From an optimization exercise on the open Yosys and OpenROAD flow, aimed at small area, a short achievable clock period and few clock cycles per item; shortcuts taken in it are not production practice. The RTL was checked by simulation tests, not by an equivalence proof against the original design. Power figures rest on the tool's default switching activity, not on a simulated workload.

job 104:
==> flow/design.v <==
module set_intersection_dedup (
  input  logic        clk,
  input  logic        rst,
  input  logic        start,
  output logic        busy,
  input  logic [1:0]  opcode,
  input  logic signed [31:0] value,
  output logic        strobe,
  output logic signed [31:0] common_value,
  output logic        last,
  output logic        none_found,
  output logic        overflow
);
  localparam int N = 32;
  localparam int W = 32;
  logic         v1;
  logic [1:0]   op1;
  logic [W-1:0] val1;
  logic         v2;
  logic [1:0]   op2;
  logic [W-1:0] val2;
  logic [N-1:0] fm2, sm2;    
  logic         eq2;         
  logic         y_newf;      
  logic         y_news;      
  logic         y_comp;      
  logic [W-1:0] fmem [N];
  logic [W-1:0] smem [N];
  logic [N-1:0] fvalid;      
  logic [N-1:0] svalid;      
  logic [N-1:0] fhit;
  logic [5:0]   fcount;      
  logic [5:0]   hitcnt;      
  logic         hitinc;      
  logic         dropped;
  logic [N-1:0] pending;
  logic [5:0]   rem;
  logic         e_none;
  logic         e_ovf;
  logic take;
  assign take = start && !busy;
  logic [N-1:0] fm1, sm1;
  always_comb begin
    for (int i = 0; i < N; i++) begin
      fm1[i] = fvalid[i] && (fmem[i] == val1);
      sm1[i] = svalid[i] && (smem[i] == val1);
    end
  end
  logic is_first, is_second, is_comp;
  logic ffull, sfull;
  assign is_first  = v2 && (op2 == 2'd0);
  assign is_second = v2 && (op2 == 2'd1);
  assign is_comp   = v2 && (op2 == 2'd2);
  assign ffull     = fcount[5];
  assign sfull     = svalid[N-1];
  logic [N-1:0] ftop;        
  assign ftop = fvalid & ~{1'b0, fvalid[N-1:1]};
  logic [N-1:0] fmx;
  logic         dup, in_s, new_hit;
  assign fmx     = y_comp ? '0 : (fm2 | (ftop & {N{eq2 && y_newf}}));
  assign dup     = |fmx;
  assign in_s    = !y_comp && ((|sm2) || (eq2 && y_news));
  assign new_hit = |(fmx & ~fhit);
  logic add_f, add_s;
  assign add_f = is_first && !ffull && !dup;
  assign add_s = is_second && !sfull;
  logic [N-1:0] fslot, sslot;
  assign fslot = fvalid ^ {fvalid[N-2:0], 1'b1};
  assign sslot = svalid ^ {svalid[N-2:0], 1'b1};
  always_ff @(posedge clk) begin
    for (int i = 0; i < N; i++) begin
      if (is_first && fslot[i])  fmem[i] <= val2;
      if (is_second && sslot[i]) smem[i] <= val2;
    end
  end
  always_ff @(posedge clk) begin
    for (int i = 0; i < N; i++) begin
      if (is_first && fslot[i])
        fhit[i] <= in_s;
      else if (add_s && fmx[i])
        fhit[i] <= 1'b1;
    end
  end
  logic [N-1:0] sel;
  logic [N-1:0] cand_new, cand_old;    
  logic [N-1:0] below_new, below_old;  
  logic [N-1:0] low_new, low_old;
  assign cand_new = fvalid & fhit;
  assign cand_old = pending & ~sel;
  always_comb begin
    below_new[0] = 1'b0;
    below_old[0] = 1'b0;
    for (int i = 1; i < N; i++) begin
      below_new[i] = below_new[i-1] | cand_new[i-1];
      below_old[i] = below_old[i-1] | cand_old[i-1];
    end
  end
  assign low_new = cand_new & ~below_new;
  assign low_old = cand_old & ~below_old;
  logic [W-1:0] sel_val;
  always_comb begin
    sel_val = '0;
    for (int i = 0; i < N; i++)
      sel_val = sel_val | (fmem[i] & {W{sel[i]}});
  end
  logic [5:0] rem_nxt, hits;
  assign hits = hitcnt + {5'd0, hitinc};
  always_comb begin
    if (is_comp)
      rem_nxt = (hits == 6'd0) ? 6'd1 : hits;
    else if (rem != 6'd0)
      rem_nxt = rem - 6'd1;
    else
      rem_nxt = 6'd0;
  end
  logic adv1, c1_stay, c2_nxt, c1_nxt;
  assign adv1    = (op1 != 2'd2) || (rem_nxt[5:1] == 5'd0);
  assign c1_stay = v1 && (op1 == 2'd2) && !adv1;
  assign c2_nxt  = v1 && (op1 == 2'd2) && adv1;
  assign c1_nxt  = take ? (opcode == 2'd2) : c1_stay;
  always_ff @(posedge clk) begin
    val1 <= value;
    if (take) op1 <= opcode;
    val2 <= val1;
    op2  <= op1;
    fm2  <= fm1;
    sm2  <= sm1;
    eq2  <= (val1 == val2);
    if (rst) begin
      v1      <= 1'b0;
      v2      <= 1'b0;
      busy    <= 1'b0;
      y_newf  <= 1'b0;
      y_news  <= 1'b0;
      y_comp  <= 1'b0;
      fvalid  <= '0;
      svalid  <= '0;
      fcount  <= '0;
      hitcnt  <= '0;
      hitinc  <= 1'b0;
      dropped <= 1'b0;
      pending <= '0;
      sel     <= '0;
      rem     <= '0;
      strobe  <= 1'b0;
    end else begin
      v1     <= take ? (opcode != 2'd3) : c1_stay;
      v2     <= v1 && adv1;
      busy   <= c1_nxt && (c2_nxt || (rem_nxt > 6'd2));
      y_newf <= add_f;
      y_news <= add_s;
      y_comp <= is_comp;
      rem    <= rem_nxt;
      strobe <= (rem != 6'd0);
      if (is_comp) begin
        fvalid  <= '0;
        svalid  <= '0;
        fcount  <= '0;
        hitcnt  <= '0;
        hitinc  <= 1'b0;
        dropped <= 1'b0;
        pending <= cand_new;
        sel     <= low_new;
      end else begin
        pending <= cand_old;
        sel     <= low_old;
        hitcnt  <= hits;
        hitinc  <= (add_f && in_s) || (add_s && new_hit);
        if (is_first) begin
          if (ffull) dropped <= 1'b1;
          else       fcount  <= fcount + 6'd1;
        end
        if (is_second && sfull) dropped <= 1'b1;
        if (add_f) fvalid <= {fvalid[N-2:0], 1'b1};
        if (add_s) svalid <= {svalid[N-2:0], 1'b1};
      end
    end
  end
  always_ff @(posedge clk) begin
    if (is_comp) begin
      e_none <= (hits == 6'd0);
      e_ovf  <= dropped;
    end
    common_value <= e_none ? '0 : sel_val;
    last         <= (rem == 6'd1);
    none_found   <= e_none;
    overflow     <= e_ovf;
  end
endmodule
make LEC_CHECK=0 CAP_MARGIN=20 CORE_MARGIN=2 CORE_UTILIZATION=40 SETUP_SLACK_MARGIN=2.6 SLEW_MARGIN=20 finish   # period 5.0 ns
run.sh (not shown) runs the stock make flow with config.mk's settings and CLKGATE_MAP_FILE= SYNTH_SCRIPT=/design/flow/synth_recipe.tcl, a recipe that flattens the netlist after the stock synthesis.
Testbench counts of job 104, summed over its fixed seeds: cycles 9,133, runs 256.
The inputs of job 103 differ from those of job 104 as listed below.
diff --git a/flow/design.v b/flow/design.v
--- a/flow/design.v
+++ b/flow/design.v
@@ -32,5 +32,4 @@
   logic [5:0]   fcount;      
   logic [5:0]   hitcnt;      
-  logic         hitinc;      
   logic         dropped;
   logic [N-1:0] pending;
@@ -82,20 +81,11 @@
     end
   end
+  logic [N-1:0] below;       
+  always_comb begin
+    below[0] = 1'b0;
+    for (int i = 1; i < N; i++) below[i] = below[i-1] | pending[i-1];
+  end
   logic [N-1:0] sel;
-  logic [N-1:0] cand_new, cand_old;    
-  logic [N-1:0] below_new, below_old;  
-  logic [N-1:0] low_new, low_old;
-  assign cand_new = fvalid & fhit;
-  assign cand_old = pending & ~sel;
-  always_comb begin
-    below_new[0] = 1'b0;
-    below_old[0] = 1'b0;
-    for (int i = 1; i < N; i++) begin
-      below_new[i] = below_new[i-1] | cand_new[i-1];
-      below_old[i] = below_old[i-1] | cand_old[i-1];
-    end
-  end
-  assign low_new = cand_new & ~below_new;
-  assign low_old = cand_old & ~below_old;
+  assign sel = pending & ~below;
   logic [W-1:0] sel_val;
   always_comb begin
@@ -104,9 +94,8 @@
       sel_val = sel_val | (fmem[i] & {W{sel[i]}});
   end
-  logic [5:0] rem_nxt, hits;
-  assign hits = hitcnt + {5'd0, hitinc};
+  logic [5:0] rem_nxt;
   always_comb begin
     if (is_comp)
-      rem_nxt = (hits == 6'd0) ? 6'd1 : hits;
+      rem_nxt = (hitcnt == 6'd0) ? 6'd1 : hitcnt;
     else if (rem != 6'd0)
       rem_nxt = rem - 6'd1;
@@ -138,8 +127,6 @@
       fcount  <= '0;
       hitcnt  <= '0;
-      hitinc  <= 1'b0;
       dropped <= 1'b0;
       pending <= '0;
-      sel     <= '0;
       rem     <= '0;
       strobe  <= 1'b0;
@@ -158,13 +145,8 @@
         fcount  <= '0;
         hitcnt  <= '0;
-        hitinc  <= 1'b0;
         dropped <= 1'b0;
-        pending <= cand_new;
-        sel     <= low_new;
+        pending <= fvalid & fhit;
       end else begin
-        pending <= cand_old;
-        sel     <= low_old;
-        hitcnt  <= hits;
-        hitinc  <= (add_f && in_s) || (add_s && new_hit);
+        pending <= pending & ~sel;
         if (is_first) begin
           if (ffull) dropped <= 1'b1;
@@ -174,4 +156,5 @@
         if (add_f) fvalid <= {fvalid[N-2:0], 1'b1};
         if (add_s) svalid <= {svalid[N-2:0], 1'b1};
+        if ((add_f && in_s) || (add_s && new_hit)) hitcnt <= hitcnt + 6'd1;
       end
     end
@@ -179,5 +162,5 @@
   always_ff @(posedge clk) begin
     if (is_comp) begin
-      e_none <= (hits == 6'd0);
+      e_none <= (hitcnt == 6'd0);
       e_ovf  <= dropped;
     end
## What came out
Job 103 went all the way through synthesis, placement and routing and the layout is clean on timing, DRC and antenna. Going from job 104 to job 103, the arrival time at the worst endpoint was found to have gone down by 0.13 ns. Number of clock sinks in job 103 is about 1.3% lower than in job 104. Between job 104 and job 103, the initial cell density of the core figures differ only marginally. Job 103 vs. job 104: total length of routed wires went down by 130 mm. Diff job 104 -> job 103 | proportion of cell area occupied by registers | decrease of 0.61 points. Of job 103 and job 104, it is job 103 that has the lower clock buffer count from CTS.
Testbench counts of job 103, summed over its fixed seeds: cycles 9,133, runs 256.

Another version of the RTL of set_intersection_dedup (not shown whole).
Size: about 2500 flip-flops, ~74 I/O pins, about 110000 um2 of cells after synthesis.
## set_intersection_dedup
module set_intersection_dedup (
  input  logic        clk,
  input  logic        rst,
  input  logic        start,
  output logic        busy,
  input  logic [1:0]  opcode,
  input  logic signed [31:0] value,
  output logic        strobe,
  output logic signed [31:0] common_value,
  output logic        last,
  output logic        none_found,
  output logic        overflow
);
  localparam int N = 32;
  localparam int W = 32;
  logic         v1;
  logic [1:0]   op1;
  logic [W-1:0] val1;
  logic         s2_first;    
  logic         s2_second;   
  logic         s2_comp;     
  logic [W-1:0] val2;
  logic [N-1:0] fm2l, fm2h;   
  logic [N-1:0] sm2l, sm2h;   
  logic         eq2;         
  logic         y_newf;      
  logic         y_ins;       
  logic         y_news;      
  logic         y_comp;      
  logic [W-1:0] fmem [N];
  logic [W-1:0] smem [N];
  logic [N-1:0] fvalid;      
  logic [N-1:0] svalid;      
  logic [N-1:0] fhit;
  logic [5:0]   fcount;      
  logic [5:0]   hitcnt;      
  logic         hitinc;      
  logic         dropped;
  logic [N-1:0] rest;        
  logic [N-1:0] sel;         
  logic [5:0]   rem;
  logic         e_none;
  logic         e_ovf;
  logic take;
  assign take = start && !busy;
  localparam int H = W / 2;
  logic [N-1:0] fm1l, fm1h, sm1l, sm1h;
  always_comb begin
    for (int i = 0; i < N; i++) begin
      fm1l[i] = fval[i] && (fmem[i][H-1:0] == val1[H-1:0]);
      fm1h[i] = (fmem[i][W-1:H] == val1[W-1:H]);
      sm1l[i] = svalid[i] && (smem[i][H-1:0] == val1[H-1:0]);
      sm1h[i] = (smem[i][W-1:H] == val1[W-1:H]);
    end
  end
  logic is_first, is_second, is_comp;
  logic ffull, sfull;
  assign is_first  = s2_first;
  assign is_second = s2_second;
  assign is_comp   = s2_comp;
  assign ffull     = fcount[5];
  assign sfull     = svalid[N-1];
  logic [N-1:0] ftop;        
  logic [N-1:0] fval;        
  assign ftop = (fvalid ^ {fvalid[N-2:0], 1'b1}) & {N{y_newf}};
  assign fval = fvalid | ftop;
  logic [N-1:0] fhit_eff;
  assign fhit_eff = fhit | (ftop & {N{y_ins}});
  ...
==> module set_intersection_dedup, before the edit <==
module set_intersection_dedup (
  input  logic        clk,
  input  logic        rst,
  input  logic        start,
  output logic        busy,
  input  logic [1:0]  opcode,
  input  logic signed [31:0] value,
  output logic        strobe,
  output logic signed [31:0] common_value,
  output logic        last,
  output logic        none_found,
  output logic        overflow
);
  localparam int N = 32;
  localparam int W = 32;
  logic         v1;
  logic [1:0]   op1;
  logic [W-1:0] val1;
  logic         s2_first;    
  logic         s2_second;   
  logic         s2_comp;     
  logic [W-1:0] val2;
  logic [N-1:0] fm2l, fm2h;   
  logic [N-1:0] sm2l, sm2h;   
  logic         eq2;         
  logic         y_newf;      
  logic         y_ins;       
  logic         y_news;      
  logic         y_comp;      
  logic [W-1:0] fmem [N];
  logic [W-1:0] smem [N];
  logic [N-1:0] fvalid;      
  logic [N-1:0] svalid;      
  logic [N-1:0] fhit;
  logic [5:0]   fcount;      
  logic [5:0]   hitcnt;      
  logic         hitinc;      
  logic         dropped;
  logic [N-1:0] rest;        
  logic [N-1:0] sel;         
  logic [5:0]   rem;
  logic         e_none;
  logic         e_ovf;
  logic take;
  assign take = start && !busy;
  localparam int H = W / 2;
  logic [N-1:0] fm1l, fm1h, sm1l, sm1h;
  always_comb begin
    for (int i = 0; i < N; i++) begin
      fm1l[i] = fval[i] && (fmem[i][H-1:0] == val1[H-1:0]);
      fm1h[i] = (fmem[i][W-1:H] == val1[W-1:H]);
      sm1l[i] = svalid[i] && (smem[i][H-1:0] == val1[H-1:0]);
      sm1h[i] = (smem[i][W-1:H] == val1[W-1:H]);
    end
  end
  logic is_first, is_second, is_comp;
  logic ffull, sfull;
  assign is_first  = s2_first;
  assign is_second = s2_second;
  assign is_comp   = s2_comp;
  assign ffull     = fcount[5];
  assign sfull     = svalid[N-1];
  logic [N-1:0] ftop;        
  logic [N-1:0] fval;        
  assign ftop = (fvalid ^ {fvalid[N-2:0], 1'b1}) & {N{y_newf}};
  assign fval = fvalid | ftop;
  logic [N-1:0] fhit_eff;
  assign fhit_eff = fhit | (ftop & {N{y_ins}});
  logic [N-1:0] fmx;
  logic         dup, in_s, new_hit;
  assign fmx     = y_comp ? '0 : ((fm2l & fm2h) | (ftop & {N{eq2}}));
  assign dup     = |fmx;
  assign in_s    = !y_comp && ((|(sm2l & sm2h)) || (eq2 && y_news));
  assign new_hit = |(fmx & ~fhit_eff);
  logic add_f, add_s;
  assign add_f = is_first && !ffull && !dup;
  assign add_s = is_second && !sfull;
  logic [N-1:0] fslot, sslot;
  assign fslot = fval ^ {fval[N-2:0], 1'b1};
  assign sslot = svalid ^ {svalid[N-2:0], 1'b1};
  always_ff @(posedge clk) begin
    for (int i = 0; i < N; i++) begin
      if (is_first && fslot[i])  fmem[i] <= val2;
      if (is_second && sslot[i]) smem[i] <= val2;
    end
  end
  always_ff @(posedge clk) begin
    for (int i = 0; i < N; i++) begin
      if (is_first && fslot[i])
        fhit[i] <= 1'b0;
      else
        fhit[i] <= fhit_eff[i] || (add_s && fmx[i]);
    end
  end
  localparam int LG = $clog2(N);
  logic [N-1:0] hv;                    
  logic [N-1:0] pa [LG+1];             
  logic [N-1:0] pb [LG+1];             
  always_comb begin
    pa[0] = hv;
    pb[0] = rest;
    for (int k = 0; k < LG; k++) begin
      for (int i = 0; i < N; i++) begin
        pa[k+1][i] = (i >= (1 << k)) ? (pa[k][i] | pa[k][i - (1 << k)]) : pa[k][i];
        pb[k+1][i] = (i >= (1 << k)) ? (pb[k][i] | pb[k][i - (1 << k)]) : pb[k][i];
      end
    end
  end
  assign hv = fvalid & fhit;
  logic [N-1:0] below_a, below_b;      
  assign below_a = {pa[LG][N-2:0], 1'b0};
  assign below_b = {pb[LG][N-2:0], 1'b0};
  logic         any_a;
  logic [N-1:0] tail_new;
  assign any_a    = pa[LG][N-1];
  assign tail_new = ftop & {N{y_ins}};
  logic [W-1:0] sel_val;
  always_comb begin
    sel_val = '0;
    for (int i = 0; i < N; i++)
      sel_val = sel_val | (fmem[i] & {W{sel[i]}});
  end
  logic [5:0] rem_nxt, hits;
  assign hits = hitcnt + {5'd0, hitinc};
  always_comb begin
    if (is_comp)
      rem_nxt = (hits == 6'd0) ? 6'd1 : hits;
    else if (rem != 6'd0)
      rem_nxt = rem - 6'd1;
    else
      rem_nxt = 6'd0;
  end
  logic adv1, c1_stay, c2_nxt, c1_nxt;
  assign adv1    = (op1 != 2'd2) || (rem_nxt[5:1] == 5'd0);
  assign c1_stay = v1 && (op1 == 2'd2) && !adv1;
  assign c2_nxt  = v1 && (op1 == 2'd2) && adv1;
  assign c1_nxt  = take ? (opcode == 2'd2) : c1_stay;
  always_ff @(posedge clk) begin
    val1 <= value;
    if (take) op1 <= opcode;
    val2 <= val1;
    fm2l <= fm1l;
    fm2h <= fm1h;
    sm2l <= sm1l;
    sm2h <= sm1h;
    eq2  <= (val1 == val2);
    if (rst) begin
      v1      <= 1'b0;
      s2_first  <= 1'b0;
      s2_second <= 1'b0;
      s2_comp   <= 1'b0;
      busy    <= 1'b0;
      y_newf  <= 1'b0;
      y_ins   <= 1'b0;
      y_news  <= 1'b0;
      y_comp  <= 1'b0;
      fvalid  <= '0;
      svalid  <= '0;
      fcount  <= '0;
      hitcnt  <= '0;
      hitinc  <= 1'b0;
      dropped <= 1'b0;
      rest    <= '0;
      sel     <= '0;
      rem     <= '0;
      strobe  <= 1'b0;
    end else begin
      v1     <= take ? (opcode != 2'd3) : c1_stay;
      s2_first  <= v1 && adv1 && (op1 == 2'd0);
      s2_second <= v1 && adv1 && (op1 == 2'd1);
      s2_comp   <= v1 && adv1 && (op1 == 2'd2);
      busy   <= c1_nxt && (c2_nxt || (rem_nxt > 6'd2));
      y_newf <= add_f;
      y_ins  <= add_f && in_s;
      y_news <= add_s;
      y_comp <= is_comp;
      rem    <= rem_nxt;
      strobe <= (rem != 6'd0);
      if (is_comp) begin
        fvalid  <= '0;
        svalid  <= '0;
        fcount  <= '0;
        hitcnt  <= '0;
        hitinc  <= 1'b0;
        dropped <= 1'b0;
        sel     <= any_a ? (hv & ~below_a) : tail_new;
        rest    <= any_a ? ((hv & below_a) | tail_new) : '0;
      end else begin
        sel     <= rest & ~below_b;
        rest    <= rest & below_b;
        hitcnt  <= hits;
        hitinc  <= (add_f && in_s) || (add_s && new_hit);
        if (is_first) begin
          if (ffull) dropped <= 1'b1;
          else       fcount  <= fcount + 6'd1;
        end
        if (is_second && sfull) dropped <= 1'b1;
        fvalid <= fval;
        if (add_s) svalid <= {svalid[N-2:0], 1'b1};
      end
    end
  end
  always_ff @(posedge clk) begin
    if (is_comp) begin
      e_none <= (hits == 6'd0);
      e_ovf  <= dropped;
    end
    common_value <= e_none ? '0 : sel_val;
    last         <= (rem == 6'd1);
    none_found   <= e_none;
    overflow     <= e_ovf;
  end
endmodule
Settings: LEC_CHECK=0, CAP_MARGIN=20, CORE_MARGIN=2, CORE_UTILIZATION=40, SETUP_SLACK_MARGIN=2.6, SLEW_MARGIN=20; clock period 5.0 ns.
Testbench counts at the start, summed over its fixed seeds: cycles 9,133, runs 256.
Next try:
--- a/flow/design.v
+++ b/flow/design.v
@@ -18,8 +18,10 @@
   logic [W-1:0] val1;
   logic         s2_first;    
   logic         s2_second;   
   logic         s2_comp;     
+  logic         s2_fk;       
+  logic         s2_sk;       
   logic [W-1:0] val2;
   logic [N-1:0] fm2l, fm2h;   
   logic [N-1:0] sm2l, sm2h;   
   logic         eq2;         
@@ -72,10 +74,13 @@
   assign dup     = |fmx;
   assign in_s    = !y_comp && ((|(sm2l & sm2h)) || (eq2 && y_news));
   assign new_hit = |(fmx & ~fhit_eff);
   logic add_f, add_s;
-  assign add_f = is_first && !ffull && !dup;
-  assign add_s = is_second && !sfull;
+  assign add_f = s2_fk && !dup;
+  assign add_s = s2_sk;
+  logic ffull_nxt, sfull_nxt;
+  assign ffull_nxt = !is_comp && (ffull || (s2_fk && (fcount == 6'd31)));
+  assign sfull_nxt = !is_comp && (sfull || (s2_sk && svalid[N-2]));
   logic [N-1:0] fslot, sslot;
   assign fslot = fval ^ {fval[N-2:0], 1'b1};
   assign sslot = svalid ^ {svalid[N-2:0], 1'b1};
   always_ff @(posedge clk) begin
@@ -111,9 +116,9 @@
   assign below_a = {pa[LG][N-2:0], 1'b0};
   assign below_b = {pb[LG][N-2:0], 1'b0};
   logic         any_a;
   logic [N-1:0] tail_new;
-  assign any_a    = pa[LG][N-1];
+  assign any_a    = (hitcnt != 6'd0) || (hitinc && !y_ins);
   assign tail_new = ftop & {N{y_ins}};
   logic [W-1:0] sel_val;
   always_comb begin
     sel_val = '0;
@@ -148,8 +153,10 @@
       v1      <= 1'b0;
       s2_first  <= 1'b0;
       s2_second <= 1'b0;
       s2_comp   <= 1'b0;
+      s2_fk     <= 1'b0;
+      s2_sk     <= 1'b0;
       busy    <= 1'b0;
       y_newf  <= 1'b0;
       y_ins   <= 1'b0;
       y_news  <= 1'b0;
@@ -168,8 +175,10 @@
       v1     <= take ? (opcode != 2'd3) : c1_stay;
       s2_first  <= v1 && adv1 && (op1 == 2'd0);
       s2_second <= v1 && adv1 && (op1 == 2'd1);
       s2_comp   <= v1 && adv1 && (op1 == 2'd2);
+      s2_fk     <= v1 && adv1 && (op1 == 2'd0) && !ffull_nxt;
+      s2_sk     <= v1 && adv1 && (op1 == 2'd1) && !sfull_nxt;
       busy   <= c1_nxt && (c2_nxt || (rem_nxt > 6'd2));
       y_newf <= add_f;
       y_ins  <= add_f && in_s;
       y_news <= add_s;
@@ -189,13 +198,10 @@
         sel     <= rest & ~below_b;
         rest    <= rest & below_b;
         hitcnt  <= hits;
         hitinc  <= (add_f && in_s) || (add_s && new_hit);
-        if (is_first) begin
-          if (ffull) dropped <= 1'b1;
-          else       fcount  <= fcount + 6'd1;
-        end
-        if (is_second && sfull) dropped <= 1'b1;
+        if ((is_first && !s2_fk) || (is_second && !s2_sk)) dropped <= 1'b1;
+        if (s2_fk) fcount <= fcount + 6'd1;
         fvalid <= fval;
         if (add_s) svalid <= {svalid[N-2:0], 1'b1};
       end
     end
=> The changed run completed without violations; critical path depth went down by 4; worst setup slack degrades by 0.046 ns; wire length went down by 0.59%; final cell count went down by 0.50%; count of clock-buffer cells in the layout went up by 32; final area hardly moves; global-route usage went down by 0.28 points; via count went down by 0.37%; utilization went down by 0.16 points; worst hold slack degrades by 0.020 ns; total power went down by 0.53%.
Testbench counts after the change, summed over its fixed seeds: cycles 9,133, runs 256.

==> afterwards: timing with drivers on the ports <==
The results above use ideal ports. As a check the final layouts listed here were re-extracted and re-timed, cells and wires unchanged.
Step 1: set_driving_cell puts a clkbuf_16 on clk and a buf_2 on each other input, an assumption about the parent block.
Step 2 adds t to the input delays and takes it off the output delays; t is the mean of the earliest and latest rising clock arrival at the registers after step 1. Input paths then give back, and output paths get back, about the clock's delay inside the block.
a / b / c = ideal / step 1 / step 2; a / b = the first two.
run	shift t [ns]	setup slack, ns	hold WS [ns]
job 104	1.044	1.943 / 1.943 / 1.943	0.345 / 0.345 / 0.345
job 103	0.966	2.032 / 2.032 / 2.032	0.341 / 0.341 / 0.341
the first run of note 2	0.938	2.428 / 2.428 / 2.304	0.369 / 0.369 / 0.369
the second run of note 2	0.929	2.382 / 2.382 / 1.830	0.349 / 0.349 / 0.349
After both steps every run listed still meets setup and hold. The setup slack of the second run of note 2, which loses most, moves by 0.000 ns with the drivers and by -0.552 ns with both steps.
